Background: an optimization exercise with open tools, aiming at small area, a short achievable clock period and few clock cycles per item. Do not read the settings as production practice.
The RTL was checked by simulation tests, not by an equivalence proof against the original design.
Power and IR drop assume default switching activity.

==> job 7348 <==
==> flow/design.v (excerpt) <==
module matrix_inverse_gj #(
    parameter int N    = 5,
    parameter int W    = 16,
    parameter int FRAC = 8
) (
    input  logic         clk,
    input  logic         reset,
    input  logic         in_valid,
    output logic         in_ready,
    input  logic [W-1:0] in_data,
    output logic         out_valid,
    input  logic         out_ready,
    output logic [W-1:0] out_data,
    output logic         out_last,
    output logic         busy,
    output logic         singular
);
    logic [15:0] q0 [5], q1 [5], q2 [5], q3 [5], q4 [5];   
    logic        reset_r;
    logic [2:0]  ph;                   
    logic        st_load;              
    logic        r_in_ready, r_out_valid, r_out_last, r_singular;
    logic [15:0] r_out_data;
    logic        sflag, fin_r;
    logic [2:0]  lr, lc;               
    logic [15:0] din;                  
    logic        ldv;                  
    logic [2:0]  ldrow;
    logic        ldc;                  
    logic [2:0]  lrow [5];             
    logic [4:0]  pmask;                
    logic [15:0] pmax;                 
  ...
export LEC_CHECK = 0
export CAP_MARGIN = 20
export CORE_MARGIN = 2
export CORE_UTILIZATION = 40
export PLACE_DENSITY = 0.55
export SLEW_MARGIN = 20
create_clock -name core_clock -period 20.0 [get_ports {clk}]
standard.sh (not shown) runs the stock make flow with config.mk's settings and CLKGATE_MAP_FILE= SYNTH_SCRIPT=/design/flow/synth_recipe.tcl, a recipe that flattens the netlist after the stock synthesis.
==> flow/flow/run.sh <==
#!/bin/bash
set -euo pipefail
bash standard.sh 'BUFFER_PORTS_ARGS=-buffer_cell sky130_fd_sc_hd__buf_4' \
    SETUP_SLACK_MARGIN=14.8 finish > flow_make.log 2>&1
==> job 9241 (differences from job 7348) <==
--- a/flow/design.v
+++ b/flow/design.v
@@ -17,19 +17,16 @@
     output logic         singular
 );
     logic [15:0] q0 [5], q1 [5], q2 [5], q3 [5], q4 [5];   
     logic        reset_r;
     logic [2:0]  ph;                   
     logic        st_load;              
-    logic        r_in_ready, r_out_valid, r_out_last, r_singular;
+    logic        r_in_ready, r_busy, r_out_valid, r_out_last, r_singular;
     logic [15:0] r_out_data;
     logic        sflag, fin_r;
     logic [2:0]  lr, lc;               
-    logic [15:0] din;                  
-    logic        ldv;                  
-    logic [2:0]  ldrow;
     logic        ldc;                  
     logic [2:0]  lrow [5];             
     logic [4:0]  pmask;                
     logic [15:0] pmax;                 
     logic [2:0]  plog;                 
     logic        psign;                
@@ -50,15 +47,14 @@
     logic        v1, n1, k1, v2, n2, k2;
     logic [2:0]  row1, row2, l1, l2;
     logic signed [15:0] a1, b1, x1, x2;
     logic [23:0] cs_s, cs_c;
     logic        cs_ci;
     logic        vv;
-    logic [2:0]  vl;
-    logic [15:0] vreg;
-    logic [16:0] npmax;                
+    logic [2:0]  vl;                   
+    logic [2:0]  vrow;                 
     logic        accept;
     assign accept = in_valid & r_in_ready;
     logic [15:0] rpos0, rpos1, ppos0, opos2;
     logic [4:0] rs_oh, ps_oh, or_oh;
     logic [2:0] orow;
     always_comb begin
@@ -532,45 +528,53 @@
         if (n2)        res3 = m3;
         else if (povf) res3 = p3[23] ? rneg : rpos;
         else           res3 = rfast;
     end
     logic [15:0] wdata;
     logic [4:0]  wen;
-    assign wdata = ldv ? din : res3;
+    assign wdata = accept ? in_data : res3;
     always_comb
         for (int r = 0; r < 5; r++)
-            wen[r] = (ldv && ldrow == 3'(r)) || (v2 && row2 == 3'(r));
+            wen[r] = (accept && lr == 3'(r)) || (v2 && row2 == 3'(r));
     logic [15:0] cval, cabs;
     logic [2:0]  clog;
     logic        cwin;
-    assign cval = ldc ? din : vreg;
-    assign clog = ldc ? ldrow : vl;
+    always_comb begin
+        cval = '0;
+        for (int r = 0; r < 5; r++) cval = cval | (q2[r] & {16{vrow == 3'(r)}});
+    end
+    assign clog = vl;
     assign cabs = cval[15] ? (16'd0 - cval) : cval;
-    assign cwin = (ldc | vv) && (($signed({cval[15], cval}) > $signed({1'b0, pmax})) ||
-                                 ($signed({cval[15], cval}) < $signed(npmax)));
-    logic [15:0] nrem;
-    logic        nbit;
+    logic [17:0] csum;
+    assign csum = {{2{cval[15]}}, cval} + {2'b00, pmax};
+    assign cwin = (ldc | vv) && (($signed({cval[15], cval}) > $signed({1'b0, pmax})) || csum[17]);
+    logic [15:0] nrem, nrem2;
+    logic        nbit, nbit2;
     always_comb begin
         logic [16:0] t;
         logic [17:0] e;
         t = {drem, 1'b0};
         e = {1'b0, t} - {2'b0, pmax};
         if (!e[17]) begin nrem = e[15:0]; nbit = 1'b1; end
         else        begin nrem = t[15:0]; nbit = 1'b0; end
+        t = {nrem, 1'b0};
+        e = {1'b0, t} - {2'b0, pmax};
+        if (!e[17]) begin nrem2 = e[15:0]; nbit2 = 1'b1; end
+        else        begin nrem2 = t[15:0]; nbit2 = 1'b0; end
     end
     logic [3:0]  cmsb;                 
     logic [15:0] crem;                 
     always_comb begin
         cmsb = '0;
         for (int i = 1; i < 16; i++) if (cabs[i]) cmsb = 4'(i);
         crem = '0;
         for (int i = 1; i < 16; i++) if (cmsb == 4'(i)) crem[i-1] = 1'b1;
     end
     logic pend, divfin, pready;
     assign pend   = k1 | k2 | vv | ldc;
-    assign divfin = !dbusy || (dcnt == 4'd1);
+    assign divfin = !dbusy || (dcnt == 4'd1) || (dcnt == 4'd2);
     assign pready = !pend && divfin;
     logic [2:0] npiv, ntins;
     always_comb begin
         npiv  = lrow[plog];
         ntins = 3'd4 - ks;
         for (int r = 0; r < 5; r++)
@@ -591,48 +595,49 @@
                     ((io == 3'd4) ? (pm >= 3'd1) : (pm >= io + 3'd2));
     assign o_take = o_rdy && (!r_out_valid || out_ready);
     assign o_fin  = r_out_valid && out_ready && r_out_last;
     logic last_el, rdy_a, rdy_b;
     assign last_el = (lr == 3'd4) && (lc == 3'd4);
     assign rdy_a   = !last_el;                       
-    assign rdy_b   = st_load && (ph == lc);          
+    assign rdy_b   = st_load && (ph == ((lc == 3'd4) ? 3'd0 : lc + 3'd1));  
     always_ff @(posedge clk) begin
         for (int r = 0; r < 5; r++) begin
             q0[r] <= q1[r];
             q1[r] <= q2[r];
             q2[r] <= wen[r] ? wdata : q3[r];
             q3[r] <= q4[r];
             q4[r] <= q0[r];
         end
     end
     always_ff @(posedge clk) begin
-        din <= in_data;
         a1 <= gnorm ? xsel : ppos0;
         x1 <= xsel;
         if (go && ph == 3'd0) b1 <= gnorm ? recip : rpos0;
         row1 <= rsel;
         l1   <= gl;
         cs_s  <= mb_cs0[31:8];
         cs_c  <= mb_cs1[31:8];
         cs_ci <= mb_lo[8];
         x2    <= x1;
         row2  <= row1;
         l2    <= l1;
-        if (k2) begin vreg <= res3; vl <= l2; end
-        ldrow  <= lr;
+        r_out_data <= (opos2 & {16{o_take}}) | (r_out_data & {16{~o_take}});
+        r_out_last <= (o_take & (io == 3'd4) & (jo == 3'd4)) | (r_out_last & ~o_take);
+        if (accept && lc == 3'd0) begin vrow <= lr;   vl <= lr; end
+        else if (k2)              begin vrow <= row2; vl <= l2; end
     end
     logic init;
     assign init = reset_r | fin_r | sflag;
     always_ff @(posedge clk) begin
+        logic rdy_n;
         reset_r <= reset;
         ph      <= (ph == 3'd4) ? 3'd0 : ph + 3'd1;
         fin_r   <= o_fin;
         sflag   <= 1'b0;
-        ldv <= accept;
         ldc <= accept && (lc == 3'd0);
-        r_in_ready <= accept ? rdy_a : rdy_b;
+        rdy_n = accept ? rdy_a : rdy_b;
         if (accept) begin
             r_singular <= 1'b0;
             if (lc == 3'd4) begin
                 lc <= '0;
                 lr <= last_el ? 3'd0 : lr + 3'd1;
             end else begin
@@ -640,24 +645,30 @@
             end
             if (last_el) st_load <= 1'b0;
         end
         vv <= k2;
         if (cwin) begin
             pmax  <= cabs;
-            npmax <= cval[15] ? {cval[15], cval} : (17'd0 - {1'b0, cval});
             plog  <= clog;
             psign <= cval[15];
             drem  <= crem;
             dcnt  <= 4'(5'd17 - {1'b0, cmsb});   
             dbusy <= (cabs > 16'd2);
             dq    <= (cabs > 16'd2) ? 17'd0 : 17'd32767;
         end else if (dbusy) begin
-            drem <= nrem;
-            dq   <= {dq[15:0], nbit};
-            dcnt <= dcnt - 4'd1;
-            if (dcnt == 4'd1) dbusy <= 1'b0;
+            if (dcnt == 4'd1) begin
+                drem  <= nrem;
+                dq    <= {dq[15:0], nbit};
+                dcnt  <= '0;
+                dbusy <= 1'b0;
+            end else begin
+                drem <= nrem2;
+                dq   <= {dq[14:0], nbit, nbit2};
+                dcnt <= dcnt - 4'd2;
+                if (dcnt == 4'd2) dbusy <= 1'b0;
+            end
         end
         v1 <= go;
         n1 <= gnorm;
         k1 <= go && gcand && (ph == 3'd0);
         v2 <= v1; n2 <= n1; k2 <= k1;
         if (ph == 3'd4) begin
@@ -687,77 +698,76 @@
                             if (ks == 3'(i))   lrow[i] <= npiv;
                         end
                         cur   <= ks;
                         ks    <= ks + 3'd1;
                         pm    <= 3'd1;
                         pmax  <= '0;
-                        npmax <= '0;
                         if (ks == 3'd4) outp <= 1'b1;
-                        if (st_load) eblk <= 3'd5;
+                        if (st_load) eblk <= 3'd6;
                     end
                 end
             end
         end
         if (eblk != 3'd0) begin
-            eblk       <= eblk - 3'd1;
-            r_in_ready <= 1'b0;
+            eblk <= eblk - 3'd1;
+            if (eblk != 3'd6) rdy_n = 1'b0;
         end
         if (o_take) begin
             r_out_valid <= 1'b1;
-            r_out_data  <= opos2;
-            r_out_last  <= (io == 3'd4) && (jo == 3'd4);
             if (jo == 3'd4) begin
                 jo <= '0;
                 io <= io + 3'd1;
             end else begin
                 jo <= jo + 3'd1;
             end
         end else if (out_ready) begin
             r_out_valid <= 1'b0;
         end
         if (o_fin) begin
             outp       <= 1'b0;
             st_load    <= 1'b1;
-            r_in_ready <= 1'b1;
-            ph         <= 3'd1;
+            rdy_n = 1'b1;
+            ph         <= 3'd2;
         end
         if (sflag) begin
             st_load    <= 1'b1;
-            r_in_ready <= 1'b1;
+            rdy_n = 1'b1;
             r_singular <= 1'b1;
+            ph         <= 3'd2;
         end
         if (init) begin
             pmax  <= '0;
-            npmax <= '0;
             pmask <= '0;
             for (int i = 0; i < 5; i++) lrow[i] <= 3'(i);
             io <= '0; jo <= '0;
             ks <= '0; pm <= 3'd5; cur <= '0;
             outp  <= 1'b0;
             dbusy <= 1'b0;
             eblk  <= '0;
         end
         if (reset_r) begin
-            ph      <= 3'd1;
+            ph      <= 3'd2;
             st_load <= 1'b1;
             lr <= '0; lc <= '0;
-            r_in_ready  <= 1'b1;
+            rdy_n  = 1'b1;
             r_out_valid <= 1'b0;
             r_singular  <= 1'b0;
             sflag <= 1'b0; fin_r <= 1'b0;
             go <= 1'b0; v1 <= 1'b0; v2 <= 1'b0; k1 <= 1'b0; k2 <= 1'b0;
-            vv <= 1'b0; ldv <= 1'b0; ldc <= 1'b0;
+            vv <= 1'b0; ldc <= 1'b0;
         end
         if (reset) begin
-            r_in_ready  <= 1'b0;
+            rdy_n  = 1'b0;
             r_out_valid <= 1'b0;
             r_singular  <= 1'b0;
         end
+        r_in_ready <= rdy_n;
+        r_busy     <= ~rdy_n;
     end
     assign in_ready  = r_in_ready;
-    assign busy      = ~r_in_ready;
+    assign busy      = r_busy;
     assign out_valid = r_out_valid;
     assign out_data  = r_out_data;
     assign out_last  = r_out_last;
     assign singular  = r_singular;
 endmodule
 `default_nettype wire
- ABC_AREA: unset -> 1
==> job 2525 (differences from job 7348) <==
--- a/flow/design.v
+++ b/flow/design.v
@@ -24,13 +24,13 @@
     logic [15:0] r_out_data;
     logic        sflag, fin_r;
     logic [2:0]  lr, lc;               
     logic [15:0] din;                  
     logic        ldv;                  
     logic [2:0]  ldrow;
-    logic        ldc;                  
+    logic        ldcand;               
     logic [2:0]  lrow [5];             
     logic [4:0]  pmask;                
     logic [15:0] pmax;                 
     logic [2:0]  plog;                 
     logic        psign;                
     logic        dbusy;
@@ -43,41 +43,39 @@
     logic [2:0]  rsel, psel;           
     logic [2:0]  tins;                 
     logic [2:0]  cur;                  
     logic [2:0]  ks;                   
     logic [2:0]  pm;                   
     logic        outp;                 
+    logic [2:0]  odone;                
     logic [2:0]  io, jo;               
+    logic [2:0]  orow;
     logic        v1, n1, k1, v2, n2, k2;
     logic [2:0]  row1, row2, l1, l2;
     logic signed [15:0] a1, b1, x1, x2;
     logic [23:0] cs_s, cs_c;
     logic        cs_ci;
     logic        vv;
     logic [2:0]  vl;
     logic [15:0] vreg;
-    logic [16:0] npmax;                
     logic        accept;
     assign accept = in_valid & r_in_ready;
-    logic [15:0] rpos0, rpos1, ppos0, opos2;
+    logic [15:0] rpos0, rpos1, ppos0, opos0;
     logic [4:0] rs_oh, ps_oh, or_oh;
-    logic [2:0] orow;
     always_comb begin
-        orow = '0;
-        for (int i = 0; i < 5; i++) if (io == 3'(i)) orow = lrow[i];
         for (int r = 0; r < 5; r++) begin
             rs_oh[r] = (rsel == 3'(r));
             ps_oh[r] = (psel == 3'(r));
             or_oh[r] = (orow == 3'(r));
         end
-        rpos0 = '0; rpos1 = '0; ppos0 = '0; opos2 = '0;
+        rpos0 = '0; rpos1 = '0; ppos0 = '0; opos0 = '0;
         for (int r = 0; r < 5; r++) begin
             rpos0 = rpos0 | (q0[r] & {16{rs_oh[r]}});
             rpos1 = rpos1 | (q1[r] & {16{rs_oh[r]}});
             ppos0 = ppos0 | (q0[r] & {16{ps_oh[r]}});
-            opos2 = opos2 | (q2[r] & {16{or_oh[r]}});
+            opos0 = opos0 | (q0[r] & {16{or_oh[r]}});
         end
     end
     logic [15:0] xsel;
     always_comb begin
         if (ph < tins)       xsel = rpos1;
         else if (ph == tins) xsel = gnorm ? 16'd256 : 16'd0;
@@ -538,18 +536,19 @@
     assign wdata = ldv ? din : res3;
     always_comb
         for (int r = 0; r < 5; r++)
             wen[r] = (ldv && ldrow == 3'(r)) || (v2 && row2 == 3'(r));
     logic [15:0] cval, cabs;
     logic [2:0]  clog;
-    logic        cwin;
-    assign cval = ldc ? din : vreg;
-    assign clog = ldc ? ldrow : vl;
-    assign cabs = cval[15] ? (16'd0 - cval) : cval;
-    assign cwin = (ldc | vv) && (($signed({cval[15], cval}) > $signed({1'b0, pmax})) ||
-                                 ($signed({cval[15], cval}) < $signed(npmax)));
+    logic        cvalid, cwin;
+    always_comb begin
+        if (ldv && ldcand) begin cval = din;  clog = ldrow; cvalid = 1'b1; end
+        else               begin cval = vreg; clog = vl;    cvalid = vv;   end
+        cabs = cval[15] ? (16'd0 - cval) : cval;
+        cwin = cvalid && (cabs > pmax);
+    end
     logic [15:0] nrem;
     logic        nbit;
     always_comb begin
         logic [16:0] t;
         logic [17:0] e;
         t = {drem, 1'b0};
@@ -563,35 +562,29 @@
         cmsb = '0;
         for (int i = 1; i < 16; i++) if (cabs[i]) cmsb = 4'(i);
         crem = '0;
         for (int i = 1; i < 16; i++) if (cmsb == 4'(i)) crem[i-1] = 1'b1;
     end
     logic pend, divfin, pready;
-    assign pend   = k1 | k2 | vv | ldc;
+    assign pend   = k1 | k2 | vv | (ldv & ldcand);
     assign divfin = !dbusy || (dcnt == 4'd1);
     assign pready = !pend && divfin;
     logic [2:0] npiv, ntins;
     always_comb begin
         npiv  = lrow[plog];
         ntins = 3'd4 - ks;
         for (int r = 0; r < 5; r++)
             if (pmask[r] && 3'(r) < npiv) ntins = ntins + 3'd1;
     end
-    logic       early_ok;
-    logic [2:0] eblk;
-    assign early_ok = st_load && (ks == 3'd0) && (lr == 3'd4) && (lc != 3'd0) &&
-                      (npiv != 3'd4) && (pmax != 16'd0);
     logic [2:0] prow;                  
     logic [3:0] psum;
     assign psum = {1'b0, cur} + {1'b0, pm};
     assign prow = (psum >= 4'd5) ? 3'(psum - 4'd5) : psum[2:0];
     logic o_rdy, o_take, o_fin;
-    logic [2:0] jo3;
-    assign jo3    = (jo >= 3'd2) ? jo - 3'd2 : jo + 3'd3;
-    assign o_rdy  = outp && (ph == jo3) && (io <= 3'd4) &&
-                    ((io == 3'd4) ? (pm >= 3'd1) : (pm >= io + 3'd2));
+    assign o_rdy  = outp && (ph == jo) && (io <= 3'd4) &&
+                    ((io == 3'd4) ? (odone >= 3'd1) : (odone >= io + 3'd2));
     assign o_take = o_rdy && (!r_out_valid || out_ready);
     assign o_fin  = r_out_valid && out_ready && r_out_last;
     logic last_el, rdy_a, rdy_b;
     assign last_el = (lr == 3'd4) && (lc == 3'd4);
     assign rdy_a   = !last_el;                       
     assign rdy_b   = st_load && (ph == lc);          
@@ -603,35 +596,37 @@
             q3[r] <= q4[r];
             q4[r] <= q0[r];
         end
     end
     always_ff @(posedge clk) begin
         din <= in_data;
-        a1 <= gnorm ? xsel : ppos0;
-        x1 <= xsel;
-        if (go && ph == 3'd0) b1 <= gnorm ? recip : rpos0;
+        if (go) begin
+            a1 <= gnorm ? xsel : ppos0;
+            x1 <= xsel;
+            if (ph == 3'd0) b1 <= gnorm ? recip : rpos0;
+        end
         row1 <= rsel;
         l1   <= gl;
         cs_s  <= mb_cs0[31:8];
         cs_c  <= mb_cs1[31:8];
         cs_ci <= mb_lo[8];
         x2    <= x1;
         row2  <= row1;
         l2    <= l1;
         if (k2) begin vreg <= res3; vl <= l2; end
         ldrow  <= lr;
+        ldcand <= (lc == 3'd0);
     end
     logic init;
     assign init = reset_r | fin_r | sflag;
     always_ff @(posedge clk) begin
         reset_r <= reset;
         ph      <= (ph == 3'd4) ? 3'd0 : ph + 3'd1;
         fin_r   <= o_fin;
         sflag   <= 1'b0;
         ldv <= accept;
-        ldc <= accept && (lc == 3'd0);
         r_in_ready <= accept ? rdy_a : rdy_b;
         if (accept) begin
             r_singular <= 1'b0;
             if (lc == 3'd4) begin
                 lc <= '0;
                 lr <= last_el ? 3'd0 : lr + 3'd1;
@@ -640,13 +635,12 @@
             end
             if (last_el) st_load <= 1'b0;
         end
         vv <= k2;
         if (cwin) begin
             pmax  <= cabs;
-            npmax <= cval[15] ? {cval[15], cval} : (17'd0 - {1'b0, cval});
             plog  <= clog;
             psign <= cval[15];
             drem  <= crem;
             dcnt  <= 4'(5'd17 - {1'b0, cmsb});   
             dbusy <= (cabs > 16'd2);
             dq    <= (cabs > 16'd2) ? 17'd0 : 17'd32767;
@@ -659,96 +653,88 @@
         v1 <= go;
         n1 <= gnorm;
         k1 <= go && gcand && (ph == 3'd0);
         v2 <= v1; n2 <= n1; k2 <= k1;
         if (ph == 3'd4) begin
             go <= 1'b0;
-            if (!st_load && pm <= 3'd4) begin
-                go    <= 1'b1;
-                gnorm <= 1'b0;
-                rsel  <= lrow[prow];
-                gl    <= prow;
-                gcand <= (cur != 3'd4) && (pm <= 3'd4 - cur);
-                pm    <= pm + 3'd1;
-            end else if (pm > 3'd4 && ks <= 3'd4 && pready && (!st_load || early_ok)) begin
-                begin
+            if (outp) odone <= pm;
+            if (!st_load) begin
+                if (pm <= 3'd4) begin
+                    go    <= 1'b1;
+                    gnorm <= 1'b0;
+                    rsel  <= lrow[prow];
+                    gl    <= prow;
+                    gcand <= (cur != 3'd4) && (pm <= 3'd4 - cur);
+                    pm    <= pm + 3'd1;
+                end else if (ks <= 3'd4 && pready) begin
                     if (pmax == 16'd0) begin
                         sflag <= 1'b1;
                         ks    <= 3'd5;
                     end else begin
                         go    <= 1'b1;
                         gnorm <= 1'b1;
                         gcand <= 1'b0;
                         rsel  <= npiv;
                         psel  <= npiv;
                         tins  <= ntins;
-                        for (int i = 0; i < 5; i++) begin
-                            if (npiv == 3'(i)) pmask[i] <= 1'b1;
-                            if (plog == 3'(i)) lrow[i] <= lrow[ks];
-                            if (ks == 3'(i))   lrow[i] <= npiv;
-                        end
+                        pmask[npiv] <= 1'b1;
+                        lrow[ks]   <= npiv;
+                        lrow[plog] <= lrow[ks];
                         cur   <= ks;
                         ks    <= ks + 3'd1;
                         pm    <= 3'd1;
                         pmax  <= '0;
-                        npmax <= '0;
                         if (ks == 3'd4) outp <= 1'b1;
-                        if (st_load) eblk <= 3'd5;
                     end
                 end
             end
         end
-        if (eblk != 3'd0) begin
-            eblk       <= eblk - 3'd1;
-            r_in_ready <= 1'b0;
-        end
         if (o_take) begin
             r_out_valid <= 1'b1;
-            r_out_data  <= opos2;
+            r_out_data  <= opos0;
             r_out_last  <= (io == 3'd4) && (jo == 3'd4);
             if (jo == 3'd4) begin
                 jo <= '0;
                 io <= io + 3'd1;
+                if (io != 3'd4) orow <= lrow[io + 3'd1];
             end else begin
                 jo <= jo + 3'd1;
             end
         end else if (out_ready) begin
             r_out_valid <= 1'b0;
         end
+        if (!o_take) orow <= lrow[io];
         if (o_fin) begin
             outp       <= 1'b0;
             st_load    <= 1'b1;
-            r_in_ready <= 1'b1;
-            ph         <= 3'd1;
+            r_in_ready <= (ph == 3'd0);
         end
         if (sflag) begin
             st_load    <= 1'b1;
             r_in_ready <= 1'b1;
             r_singular <= 1'b1;
         end
         if (init) begin
             pmax  <= '0;
-            npmax <= '0;
             pmask <= '0;
             for (int i = 0; i < 5; i++) lrow[i] <= 3'(i);
-            io <= '0; jo <= '0;
+            io <= '0; jo <= '0; odone <= '0;
             ks <= '0; pm <= 3'd5; cur <= '0;
             outp  <= 1'b0;
             dbusy <= 1'b0;
-            eblk  <= '0;
         end
         if (reset_r) begin
             ph      <= 3'd1;
             st_load <= 1'b1;
             lr <= '0; lc <= '0;
             r_in_ready  <= 1'b1;
             r_out_valid <= 1'b0;
             r_singular  <= 1'b0;
             sflag <= 1'b0; fin_r <= 1'b0;
             go <= 1'b0; v1 <= 1'b0; v2 <= 1'b0; k1 <= 1'b0; k2 <= 1'b0;
-            vv <= 1'b0; ldv <= 1'b0; ldc <= 1'b0;
+            vv <= 1'b0; ldv <= 1'b0;
         end
         if (reset) begin
             r_in_ready  <= 1'b0;
             r_out_valid <= 1'b0;
             r_singular  <= 1'b0;
         end
==> flow/run.sh (new file) <==
#!/bin/bash
# synth_recipe.tcl (not shown) runs the flow's synth.tcl, then flattens the netlist and writes it again
# the make line also repeats each setting of config.mk as NAME=value (left out here)
make -C /OpenROAD-flow-scripts/flow DESIGN_CONFIG=/design/flow/config.mk WORK_HOME=/design/flow/orfs CLKGATE_MAP_FILE= SYNTH_SCRIPT=/design/flow/synth_recipe.tcl finish
removed: flow/flow/run.sh
removed: flow/standard.sh
==> job 4495 (differences from job 7348) <==
==> flow/flow/run.sh (replaced) <==
#!/bin/bash
set -euo pipefail
bash standard.sh 'BUFFER_PORTS_ARGS=-buffer_cell sky130_fd_sc_hd__buf_4' ${EXTRA_KNOBS:-} finish > flow_make.log 2>&1
==> comparison table <==
Run status: job 9241 no timing/DRC/antenna violations; job 4495 no timing/DRC/antenna violations; job 7348 no timing/DRC/antenna violations; job 2525 no timing/DRC/antenna violations
Combinational share of power: job 9241 45.1%; job 4495 24.9%; job 7348 26.0%; job 2525 3.8%
Complex-gate fraction of the synthesized area: job 9241 13.7%; job 4495 20.2%; job 7348 20.2%; job 2525 19.9%
Distinct cells, synth: job 9241 76; job 4495 100; job 7348 100; job 2525 99
Height of the die: job 9241 305 um; job 4495 317 um; job 7348 317 um; job 2525 317 um
Data arrival time of the critical path: job 9241 1300 ps; job 4495 6090 ps; job 7348 1250 ps; job 2525 6640 ps
Wire length of the first global-routing pass: job 9241 178 mm; job 4495 181 mm; job 7348 180 mm; job 2525 181 mm
Slack of the worst reg-to-reg path: job 9241 15080 ps; job 4495 14410 ps; job 7348 15070 ps; job 2525 13810 ps
Count of cells along the worst register-to-register path: job 9241 11; job 4495 16; job 7348 18; job 2525 18
Total clock network power: job 9241 1.50 mW; job 4495 1.54 mW; job 7348 1.48 mW; job 2525 1.49 mW
Global Route Usage Sum: job 9241 24.9%; job 4495 23.4%; job 7348 23.4%; job 2525 23.5%
Total CTS buffers: job 9241 76; job 4495 78; job 7348 77; job 2525 78
Sequential-to-total area share from yosys stat: job 9241 40.4%; job 4495 40.1%; job 7348 40.1%; job 2525 41.6%
Wire length on met1: job 9241 54.7 mm; job 4495 55.6 mm; job 7348 54.8 mm; job 2525 54.0 mm
Nets: job 9241 4805; job 4495 4511; job 7348 4522; job 2525 4344
Layout clock buffer count: job 9241 99; job 4495 117; job 7348 113; job 2525 102
Detailed Route Iter0 Violations: job 9241 2704; job 4495 2725; job 7348 2697; job 2525 2911
Detail Route met2 WL: job 9241 52.3 mm; job 4495 54.2 mm; job 7348 54.1 mm; job 2525 55.2 mm
Testbench counts of job 7348, summed over its fixed seeds: cycles 10,565, matrices 64.
Testbench counts of job 9241, summed over its fixed seeds: cycles 10,166, matrices 64.
Testbench counts of job 2525, summed over its fixed seeds: cycles 10,888, matrices 64.
Testbench counts of job 4495, summed over its fixed seeds: cycles 10,565, matrices 64.

-- static timing again, ports no longer ideal --
The flow's constraints put no driver on any port. The routed layouts listed below were extracted and timed again, unchanged, in two steps. Step 1, drivers: a clkbuf_16 drives clk and a buf_2 each remaining input, both assumed. Step 2 adds t to the input delays and takes it off the output delays; t is the mean of the earliest and latest rising clock arrival at the registers after step 1. Input paths then give back, and output paths get back, about the clock's delay inside the block. Three values: no drivers, after step 1, after step 2; two values: the first two.
| run | t, ns | slack for setup (ns) | worst slew at a driven data input, ns |
|---|---|---|---|
| job 7348 | 0.700 | 14.752 / 14.685 / 14.667 | 0.04 |
| job 9241 | 0.691 | 14.699 / 14.636 / 14.276 | 0.05 |
| job 2525 | 0.692 | 13.815 / 13.815 / 13.606 | 0.04 |
| job 4495 | 0.697 | 14.406 / 14.406 / 14.406 | 0.05 |
After both steps setup and hold are still met in every run listed. For job 9241, which loses most, drivers alone change the setup slack by -0.063 ns; drivers and shift together by -0.423 ns.
